What follows belongs to an exercise in optimizing a design on an open flow for small area, a short achievable clock period and few clock cycles per item; a production flow would make more cautious choices.
The RTL was checked by simulation tests, not by an equivalence proof against the original design.

File: design.v
package slh_pkg;
	localparam int MAX_BINS    = 4;
	localparam int BIN_W       = 2;
	localparam int SIZE_W      = 40;
	localparam int TIME_W      = 32;
	localparam int MSEC_W      = 10;
	localparam int COUNT_W     = 16;
	localparam int CFG_IDX_W   = 3;
	localparam int CFG_DATA_W  = 40;
	localparam int MS_PER_SEC  = 1000;
	localparam int MS_W        = 44;
	localparam logic [1:0] REQ_RECORD = 2'd0;
	localparam logic [1:0] REQ_CLEAR  = 2'd1;
	localparam logic [1:0] REQ_READ   = 2'd2;
	localparam logic [CFG_IDX_W-1:0] CFG_SIZE_LIMIT_0 = 3'd0;
	localparam logic [CFG_IDX_W-1:0] CFG_TIME_LIMIT_0 = 3'd4;
	typedef enum logic [2:0] {
		OP_EMPTY,    
		OP_COUNT,    
		OP_CLEAR,    
		OP_READ,     
		OP_ECHO      
	} slh_op_t;
	typedef struct packed {
		logic [1:0]        req_type;
		logic [SIZE_W-1:0] bytes_sent;
		logic [TIME_W-1:0] launch_sec;
		logic [MSEC_W-1:0] launch_msec;
		logic [TIME_W-1:0] now_sec;
		logic [MSEC_W-1:0] now_msec;
		logic [BIN_W-1:0]  read_size_bin;
		logic [BIN_W-1:0]  read_time_bin;
	} slh_in_t;
	typedef struct packed {
		logic               counted;
		logic [BIN_W-1:0]   size_bin;
		logic [BIN_W-1:0]   time_bin;
		logic [COUNT_W-1:0] count_value;
	} slh_out_t;
	typedef struct packed {
		slh_op_t          op;
		logic [BIN_W-1:0] size_bin;
		logic [BIN_W-1:0] time_bin;
	} slh_entry_t;
	typedef struct packed {
		logic empty;
		logic full;
	} slh_qstat_t;
endpackage
module slh_front #(
	parameter int SIZE_BINS = 4,
	parameter int TIME_BINS = 4
) (
	input  logic                              clk,
	input  logic                              arst_n,
	input  logic                              in_valid,
	output logic                              in_stall,
	input  slh_pkg::slh_in_t                  in_data,
	input  logic                              cfg_we,
	input  logic [slh_pkg::CFG_IDX_W-1:0]     cfg_index,
	input  logic [slh_pkg::CFG_DATA_W-1:0]    cfg_data,
	input  slh_pkg::slh_qstat_t               qstat,
	output logic                              push,
	output slh_pkg::slh_entry_t               push_entry
);
	logic [slh_pkg::SIZE_W-1:0] size_limit_q [slh_pkg::MAX_BINS];
	logic [slh_pkg::TIME_W-1:0] time_limit_q [slh_pkg::MAX_BINS];
	logic                     v_s1;
	logic [1:0]               req_s1;
	logic signed [slh_pkg::MS_W-1:0]   prod_s1;
	logic signed [slh_pkg::MSEC_W:0]   dm_s1;
	logic [slh_pkg::MAX_BINS-1:0]      size_hit_s1;
	logic [slh_pkg::BIN_W-1:0]         rsb_s1;
	logic [slh_pkg::BIN_W-1:0]         rtb_s1;
	logic                     rd_ok_s1;
	logic                     v_s2;
	slh_pkg::slh_entry_t               entry_s2;
	logic                     adv;
	logic signed [slh_pkg::TIME_W:0]   ds;
	logic signed [slh_pkg::MS_W-1:0]   ds_x;
	logic [slh_pkg::MAX_BINS-1:0]      size_hit;
	logic signed [slh_pkg::MS_W-1:0]   ms;
	logic [slh_pkg::MAX_BINS-1:0]      time_hit;
	logic                     s_found;
	logic [slh_pkg::BIN_W-1:0]         s_sel;
	logic                     t_found;
	logic [slh_pkg::BIN_W-1:0]         t_sel;
	slh_pkg::slh_entry_t               entry_d;
	assign in_stall = v_s2 && qstat.full;
	assign adv      = !in_stall;
	assign push     = v_s2 && !qstat.full;
	assign push_entry = entry_s2;
	always_ff @(posedge clk or negedge arst_n) begin
		if (!arst_n) begin
			for (int i = 0; i < slh_pkg::MAX_BINS; i++) begin
				size_limit_q[i] <= '1;
				time_limit_q[i] <= '1;
			end
		end else if (cfg_we) begin
			if (cfg_index < slh_pkg::CFG_TIME_LIMIT_0) begin
				size_limit_q[cfg_index[slh_pkg::BIN_W-1:0]] <= cfg_data[slh_pkg::SIZE_W-1:0];
			end else begin
				time_limit_q[cfg_index[slh_pkg::BIN_W-1:0]] <= cfg_data[slh_pkg::TIME_W-1:0];
			end
		end
	end
	always_comb begin
		ds   = $signed({1'b0, in_data.now_sec}) - $signed({1'b0, in_data.launch_sec});
		ds_x = slh_pkg::MS_W'(ds);
		for (int i = 0; i < slh_pkg::MAX_BINS; i++) begin
			size_hit[i] = (i < SIZE_BINS) && (in_data.bytes_sent <= size_limit_q[i]);
		end
	end
	always_ff @(posedge clk or negedge arst_n) begin
		if (!arst_n) begin
			v_s1 <= 1'b0;
		end else if (adv) begin
			v_s1 <= in_valid;
		end
	end
	always_ff @(posedge clk) begin
		if (adv && in_valid) begin
			req_s1      <= in_data.req_type;
			prod_s1     <= ds_x * $signed(slh_pkg::MS_W'(slh_pkg::MS_PER_SEC));
			dm_s1       <= $signed({1'b0, in_data.now_msec}) -
				$signed({1'b0, in_data.launch_msec});
			size_hit_s1 <= size_hit;
			rsb_s1      <= in_data.read_size_bin;
			rtb_s1      <= in_data.read_time_bin;
			rd_ok_s1    <= ({1'b0, in_data.read_size_bin} < (slh_pkg::BIN_W+1)'(SIZE_BINS)) &&
				({1'b0, in_data.read_time_bin} < (slh_pkg::BIN_W+1)'(TIME_BINS));
		end
	end
	always_comb begin
		ms = prod_s1 + slh_pkg::MS_W'(dm_s1);
		for (int i = 0; i < slh_pkg::MAX_BINS; i++) begin
			time_hit[i] = (i < TIME_BINS) && (ms <= $signed({12'b0, time_limit_q[i]}));
		end
		s_found = 1'b0;
		s_sel   = '0;
		for (int i = slh_pkg::MAX_BINS - 1; i >= 0; i--) begin
			if (size_hit_s1[i]) begin
				s_found = 1'b1;
				s_sel   = slh_pkg::BIN_W'(i);
			end
		end
		t_found = 1'b0;
		t_sel   = '0;
		for (int i = slh_pkg::MAX_BINS - 1; i >= 0; i--) begin
			if (time_hit[i]) begin
				t_found = 1'b1;
				t_sel   = slh_pkg::BIN_W'(i);
			end
		end
	end
	always_comb begin
		entry_d.op       = slh_pkg::OP_EMPTY;
		entry_d.size_bin = '0;
		entry_d.time_bin = '0;
		case (req_s1)
			slh_pkg::REQ_RECORD: begin
				if (s_found && t_found) begin
					entry_d.op       = slh_pkg::OP_COUNT;
					entry_d.size_bin = s_sel;
					entry_d.time_bin = t_sel;
				end
			end
			slh_pkg::REQ_CLEAR: begin
				entry_d.op = slh_pkg::OP_CLEAR;
			end
			slh_pkg::REQ_READ: begin
				entry_d.op       = rd_ok_s1 ? slh_pkg::OP_READ : slh_pkg::OP_ECHO;
				entry_d.size_bin = rsb_s1;
				entry_d.time_bin = rtb_s1;
			end
			default: begin
				entry_d.op = slh_pkg::OP_EMPTY;
			end
		endcase
	end
	always_ff @(posedge clk or negedge arst_n) begin
		if (!arst_n) begin
			v_s2 <= 1'b0;
		end else if (adv) begin
			v_s2 <= v_s1;
		end
	end
	always_ff @(posedge clk) begin
		if (adv && v_s1) begin
			entry_s2 <= entry_d;
		end
	end
endmodule
module slh_queue (
	input  logic                 clk,
	input  logic                 arst_n,
	input  logic                 push,
	input  slh_pkg::slh_entry_t  push_entry,
	input  logic                 pop,
	output slh_pkg::slh_entry_t  head,
	output slh_pkg::slh_qstat_t  qstat
);
	localparam int DEPTH = 4;
	localparam int PTR_W = $clog2(DEPTH);
	logic [6:0] mem_q [DEPTH];
	logic [PTR_W-1:0]   wr_ptr_q;
	logic [PTR_W-1:0]   rd_ptr_q;
	logic [PTR_W:0]     count_q;
	assign qstat.empty = (count_q == '0);
	assign qstat.full  = (count_q == (PTR_W+1)'(DEPTH));
	assign head        = mem_q[rd_ptr_q];
	always_ff @(posedge clk) begin
		if (push) begin
			mem_q[wr_ptr_q] <= push_entry;
		end
	end
	always_ff @(posedge clk or negedge arst_n) begin
		if (!arst_n) begin
			wr_ptr_q <= '0;
			rd_ptr_q <= '0;
			count_q  <= '0;
		end else begin
			if (push) begin
				wr_ptr_q <= wr_ptr_q + 1'b1;
			end
			if (pop) begin
				rd_ptr_q <= rd_ptr_q + 1'b1;
			end
			if (push && !pop) begin
				count_q <= count_q + 1'b1;
			end else if (pop && !push) begin
				count_q <= count_q - 1'b1;
			end
		end
	end
endmodule
module slh_back #(
	parameter int SIZE_BINS = 4,
	parameter int TIME_BINS = 4
) (
	input  logic                 clk,
	input  logic                 arst_n,
	input  slh_pkg::slh_entry_t  head,
	input  slh_pkg::slh_qstat_t  qstat,
	output logic                 pop,
	output logic                 out_valid,
	input  logic                 out_stall,
	output slh_pkg::slh_out_t    out_data
);
	localparam int CNT_DEPTH = SIZE_BINS * TIME_BINS;
	localparam int IDX_W     = (CNT_DEPTH > 1) ? $clog2(CNT_DEPTH) : 1;
	logic [slh_pkg::COUNT_W-1:0] cnt_q [CNT_DEPTH];
	logic               out_valid_q;
	slh_pkg::slh_out_t           out_data_q;
	logic [IDX_W-1:0]   idx;
	logic [slh_pkg::COUNT_W-1:0] cur;
	logic [slh_pkg::COUNT_W-1:0] inc;
	slh_pkg::slh_out_t           res;
	assign pop       = !qstat.empty && (!out_valid_q || !out_stall);
	assign out_valid = out_valid_q;
	assign out_data  = out_data_q;
	always_comb begin
		idx = IDX_W'(int'(head.size_bin) * TIME_BINS + int'(head.time_bin));
		cur = cnt_q[idx];
		inc = cur + 1'b1;
		res = '0;
		case (head.op)
			slh_pkg::OP_COUNT: begin
				res.counted     = 1'b1;
				res.size_bin    = head.size_bin;
				res.time_bin    = head.time_bin;
				res.count_value = inc;
			end
			slh_pkg::OP_READ: begin
				res.size_bin    = head.size_bin;
				res.time_bin    = head.time_bin;
				res.count_value = cur;
			end
			slh_pkg::OP_ECHO: begin
				res.size_bin = head.size_bin;
				res.time_bin = head.time_bin;
			end
			default: begin
				res = '0;
			end
		endcase
	end
	always_ff @(posedge clk or negedge arst_n) begin
		if (!arst_n) begin
			for (int i = 0; i < CNT_DEPTH; i++) begin
				cnt_q[i] <= '0;
			end
		end else if (pop) begin
			if (head.op == slh_pkg::OP_CLEAR) begin
				for (int i = 0; i < CNT_DEPTH; i++) begin
					cnt_q[i] <= '0;
				end
			end else if (head.op == slh_pkg::OP_COUNT) begin
				cnt_q[idx] <= inc;
			end
		end
	end
	always_ff @(posedge clk or negedge arst_n) begin
		if (!arst_n) begin
			out_valid_q <= 1'b0;
		end else if (pop) begin
			out_valid_q <= 1'b1;
		end else if (!out_stall) begin
			out_valid_q <= 1'b0;
		end
	end
	always_ff @(posedge clk) begin
		if (pop) begin
			out_data_q <= res;
		end
	end
endmodule
module size_latency_histogram (
	input  logic        clk,
	input  logic        arst_n,
	input  logic        in_valid,
	output logic        in_stall,
	input  logic [1:0]  in_req_type,
	input  logic [39:0] in_bytes_sent,
	input  logic [31:0] in_launch_sec,
	input  logic [9:0]  in_launch_msec,
	input  logic [31:0] in_now_sec,
	input  logic [9:0]  in_now_msec,
	input  logic [1:0]  in_read_size_bin,
	input  logic [1:0]  in_read_time_bin,
	output logic        out_valid,
	input  logic        out_stall,
	output logic        out_counted,
	output logic [1:0]  out_size_bin,
	output logic [1:0]  out_time_bin,
	output logic [15:0] out_count_value,
	input  logic        cfg_we,
	input  logic [2:0]  cfg_index,
	input  logic [39:0] cfg_data
);
	localparam int SIZE_BINS = 4;
	localparam int TIME_BINS = 4;
	slh_pkg::slh_in_t    in_data;
	slh_pkg::slh_out_t   out_data;
	logic       push;
	logic       pop;
	slh_pkg::slh_entry_t push_entry;
	slh_pkg::slh_entry_t head;
	slh_pkg::slh_qstat_t qstat;
	assign in_data.req_type      = in_req_type;
	assign in_data.bytes_sent    = in_bytes_sent;
	assign in_data.launch_sec    = in_launch_sec;
	assign in_data.launch_msec   = in_launch_msec;
	assign in_data.now_sec       = in_now_sec;
	assign in_data.now_msec      = in_now_msec;
	assign in_data.read_size_bin = in_read_size_bin;
	assign in_data.read_time_bin = in_read_time_bin;
	assign out_counted     = out_data.counted;
	assign out_size_bin    = out_data.size_bin;
	assign out_time_bin    = out_data.time_bin;
	assign out_count_value = out_data.count_value;
	slh_front #(
		.SIZE_BINS(SIZE_BINS),
		.TIME_BINS(TIME_BINS)
	) u_front (
		.clk        (clk),
		.arst_n     (arst_n),
		.in_valid   (in_valid),
		.in_stall   (in_stall),
		.in_data    (in_data),
		.cfg_we     (cfg_we),
		.cfg_index  (cfg_index),
		.cfg_data   (cfg_data),
		.qstat      (qstat),
		.push       (push),
		.push_entry (push_entry)
	);
	slh_queue u_queue (
		.clk        (clk),
		.arst_n     (arst_n),
		.push       (push),
		.push_entry (push_entry),
		.pop        (pop),
		.head       (head),
		.qstat      (qstat)
	);
	slh_back #(
		.SIZE_BINS(SIZE_BINS),
		.TIME_BINS(TIME_BINS)
	) u_back (
		.clk       (clk),
		.arst_n    (arst_n),
		.head      (head),
		.qstat     (qstat),
		.pop       (pop),
		.out_valid (out_valid),
		.out_stall (out_stall),
		.out_data  (out_data)
	);
endmodule
File: run.sh
#!/bin/bash
# synth_recipe.tcl (not shown) runs the flow's synth.tcl, then flattens the netlist and writes it again
# the make line also repeats each setting of config.mk as NAME=value (left out here)
make -C /OpenROAD-flow-scripts/flow DESIGN_CONFIG=/design/flow/config.mk WORK_HOME=/design/flow/orfs CLKGATE_MAP_FILE= SYNTH_SCRIPT=/design/flow/synth_recipe.tcl finish
File: config.mk
export PLATFORM = sky130hd
export DESIGN_NAME = size_latency_histogram
export DESIGN_NICKNAME = size_latency_histogram
export VERILOG_FILES = /design/flow/design.v
export SDC_FILE = /design/flow/constraint.sdc
export NUM_CORES = 4
export LEC_CHECK = 0
export CAP_MARGIN = 20
export CORE_MARGIN = 2
export CORE_UTILIZATION = 40
export SLEW_MARGIN = 20
File: constraint.sdc
create_clock -name core_clock -period 8.0 [get_ports {clk}]
set_input_delay 1.6000 -clock core_clock [delete_from_list [all_inputs] [get_ports {clk}]]
set_output_delay 1.6000 -clock core_clock [all_outputs]
set_load 0.01 [all_outputs]
==> impl_metrics.env <==
export IMPL_crit_slowest_cell="fa_2"
export IMPL_clock_path_buffers=3
export IMPL_htree_levels=3
export IMPL_synth_avg_cell_area_sq_um=9.61
export IMPL_final_cell_mix="inv_1 (623), nand2_1 (554), o21ai_0 (476), ha_1 (468), dfstp_2 (288)"
export IMPL_period_needed_ns=7.82
export IMPL_via_per_inst=5.24
export IMPL_slew_violations=0
export IMPL_ys_warn_count=6
export IMPL_wl_microns=121000
export IMPL_ios=201
export IMPL_r2r_start="u_front.dm_s1[3]"
export IMPL_antenna_found_initial=2
export IMPL_die_h_microns=342
export IMPL_register_area_sq_um=17600
export IMPL_clkSinkCount=667
export IMPL_grt_overflow=0
export IMPL_wl_per_cell_microns=18.3
export IMPL_finClkSkew_ns=0.0325
export IMPL_final_hold_viol_count=0
export IMPL_syn_inst=4743
export IMPL_dpl_hpwl_microns=89800
export IMPL_setup_tns_ns=0
export IMPL_hold_start="u_back.cnt_q[13][13]"
export IMPL_layout_drive_gt1_share_pct=19.0
export IMPL_design_core_area_sq_um=113000
export IMPL_cts_clk_slew_worst_paths_ns=0.05
export IMPL_grt_pass1_vias=34800
export IMPL_vias=34800
export IMPL_cpPeakStageDelay_ns=0.57
export IMPL_status="finished clean"
export IMPL_synth_ff_type="dfstp_2"
export IMPL_grt_usage_pct=20.9
export IMPL_die_w_microns=342
export IMPL_rows=123
export IMPL_syn_num_nets=5514
export IMPL_finalSetupViolCount=0
export IMPL_hold_slack_ns=0.468
export IMPL_cp_arrival_ns=8.28
export IMPL_worstSkewPairLatency_ns=0.64
export IMPL_slew_headroom_pct=26.5
export IMPL_crit_family="adder cells"
export IMPL_syn_to_final_growth_pct=17.7
export IMPL_hold_class="flip-flop to flip-flop"
export IMPL_ant_nets=0
export IMPL_synth_seq_area_share_pct=38.6
export IMPL_postCtsHoldBufs=0
export IMPL_grt_pass1_wl_microns=195000
export IMPL_startpoint_type="input pin"
export IMPL_syn_area_sq_um=45600
export IMPL_cts_tree="yes"
export IMPL_place_gp_congestion=0.900
export IMPL_worst_path_max_fanout=6
export IMPL_final_common_cell="inv_1"
export IMPL_port_buffers=200
export IMPL_fmax_mhz=128
export IMPL_crit_buf_inv=4
export IMPL_end_kind="flip-flop"
export IMPL_final_period_utilization_pct=97.8
export IMPL_critPathMostFrequentCell="fa_2"
export IMPL_drt_pass1_iterations=8
export IMPL_final_util_pct=47.5
export IMPL_synth_seq_cells=667
export IMPL_die_area_sq_um=117000
export IMPL_drt_iter0_drc=1961
export IMPL_max_cap_viol_count=0
export IMPL_cts_root_buf="clkbuf_16"
export IMPL_rrSetupSlack_ns=1.69
export IMPL_pre_cts_ws_ns=-0.788
export IMPL_synthArstFlopShare_pct=83.1
export IMPL_fill_cells=10600
export IMPL_start_util_pct=40.4
export IMPL_multiInputGateArea_sq_um=25200
export IMPL_crit_path_start="in_now_sec[1]"
export IMPL_synth_edf_count=113
export IMPL_cp_required_ns=8.46
export IMPL_numCtsBuffers=78
export IMPL_synth_cell_types=106
export IMPL_finalNetCount=5855
export IMPL_setup_slack_ns=0.176
export IMPL_grt_max_degree=141
export IMPL_drc=0
export IMPL_tightest_slew_ns=1.10
export IMPL_timing_setup_critical_path_class="input pin to flip-flop"
## worst min-delay path, stage by stage, from the launching register on
cell and delay, ns:
dfrtp_1 0.33, nand2_1 0.06, o21ai_2 0.05
## metrics by stage
stage | cell area (sq um) | instances
finish | 53600 | 6645
global route | 53600 | 6644
CTS | 53400 | 6638
detailed placement | 50800 | 6498
global placement | 50800 | 6498
floorplan | 45800 | 4743
## state kept, by name (all words and copies together) (netlist names)
name / cells
u_back.out_data_q: 21
u_front.rtb_s1: 2
u_front.entry_s2: 6
u_front.size_limit_q: 160
u_front.prod_s1: 41
u_front.v_s1: 1
u_queue.wr_ptr_q: 2
u_front.size_hit_s1: 4
u_queue.rd_ptr_q: 2
u_front.v_s2: 1
u_front.dm_s1: 11
u_front.time_limit_q: 128
u_front.req_s1: 2
u_front.rsb_s1: 2
u_queue.mem_q: 24
u_back.out_valid_q: 1
u_back.cnt_q: 256
u_queue.count_q: 3
## cell families after synthesis
kind of cell	count (synthesis)	synth area share, %
compound gates	1200	16.5
fa+ha+maj	598	18.3
xor+xnor	143	2.75
mux	197	4.94
other cells	1	0.00823
simple gates	1107	11.6
flops	667	38.6
buf+inv	830	7.21
## final cells by class
| type | instances | area share [%] |
|---|---|---|
| antenna | 1 | 0.00467 |
| clock buffer | 110 | 4.20 |
| clock inverter | 30 | 0.548 |
| inverter | 631 | 4.42 |
| multi-input combinational | 3246 | 47.0 |
| sequential | 667 | 32.8 |
| tap | 1500 | 3.50 |
| timing repair buffer | 460 | 7.49 |
## path summary, 6_finish.rpt
check	endpoint	cells past startpoint
setup / recovery	u_front.prod_s1[42]	27
hold / removal	u_back.cnt_q[13][13]	2
setup reg to reg	u_front.entry_s2[2]	19
hold reg to reg	u_back.cnt_q[13][13]	2
max in group asynchronous	u_back.cnt_q[8][13]	2
min in group asynchronous	u_back.cnt_q[11][9]	1
## cells in the mapped netlist, types with 20 or more instances
library cell    n  share of area [%]
a211oi_1       20               0.33
a21o_1        120                2.0
a21oi_1       189                2.1
a22o_1         22               0.42
buf_2          30               0.33
clkbuf_1      143                1.2
dfrtp_1       266                 15
dfstp_2       288                 17
edfxtp_1      113                7.4
fa_1          117                5.1
ha_1          476                 13
inv_1         631                5.2
mux2_2        155                3.8
mux2i_1        35               0.77
nand2_1       557                4.6
nand2b_1       37               0.51
nand3_1        41               0.45
nand4_1        95                1.3
nor2_1        122                1.0
nor2b_1        58               0.80
nor3_1         52               0.57
o21a_1         49               0.81
o21ai_0       486                5.3
o21ai_1        47               0.52
o21ai_2        21               0.40
o21bai_1       22               0.36
o31ai_1        26               0.43
xnor2_1        94                1.8
xor2_1         49               0.94
## what timing repair did
item | in CTS | in global routing
buffers inserted | 0 | 6
cloned | 0 | 0
pin swaps | 0 | 33
setup endpoints to repair | 2 | 15
gates resized for setup | 8 | 53
## per-layer routing
metal	track usage [%]	up-vias	wire length, microns
met4	5.83	4	3070
met2	35.2	701	57800
met5	0	-	26
li1	-	17100	-
met1	28.2	16800	55300
met3	2.44	176	5180
Testbench counts, summed over its fixed seeds: cycles 32,032, items 32,000.

-- separate check: timing with driven ports --
The results above use ideal ports. As a check the final layout listed here was re-extracted and re-timed, cells and wires unchanged.
Step 1 assumes that a clkbuf_16 drives the clock port and a buf_2 every other input.
Step 2 times the ports against the registers' clock, not the clock port: input delays grow and output delays shrink by t, the midpoint of the rising clock arrivals with the driver on.
Slacks: no drivers / after step 1 / after step 2; pairs: no drivers / after step 1.
t (ns): 0.697
slack for setup (ns): 0.176 / 0.223 / -0.474
worst setup path after step 2: input to register
latest minus earliest clock arrival (ns): 0.034 / 0.034
worst slew at a driven data input, ns: 0.06
Met with ideal ports but missed after step 2: setup timing in this run. For this run, drivers alone change the setup slack by +0.047 ns; drivers and shift together by -0.650 ns.
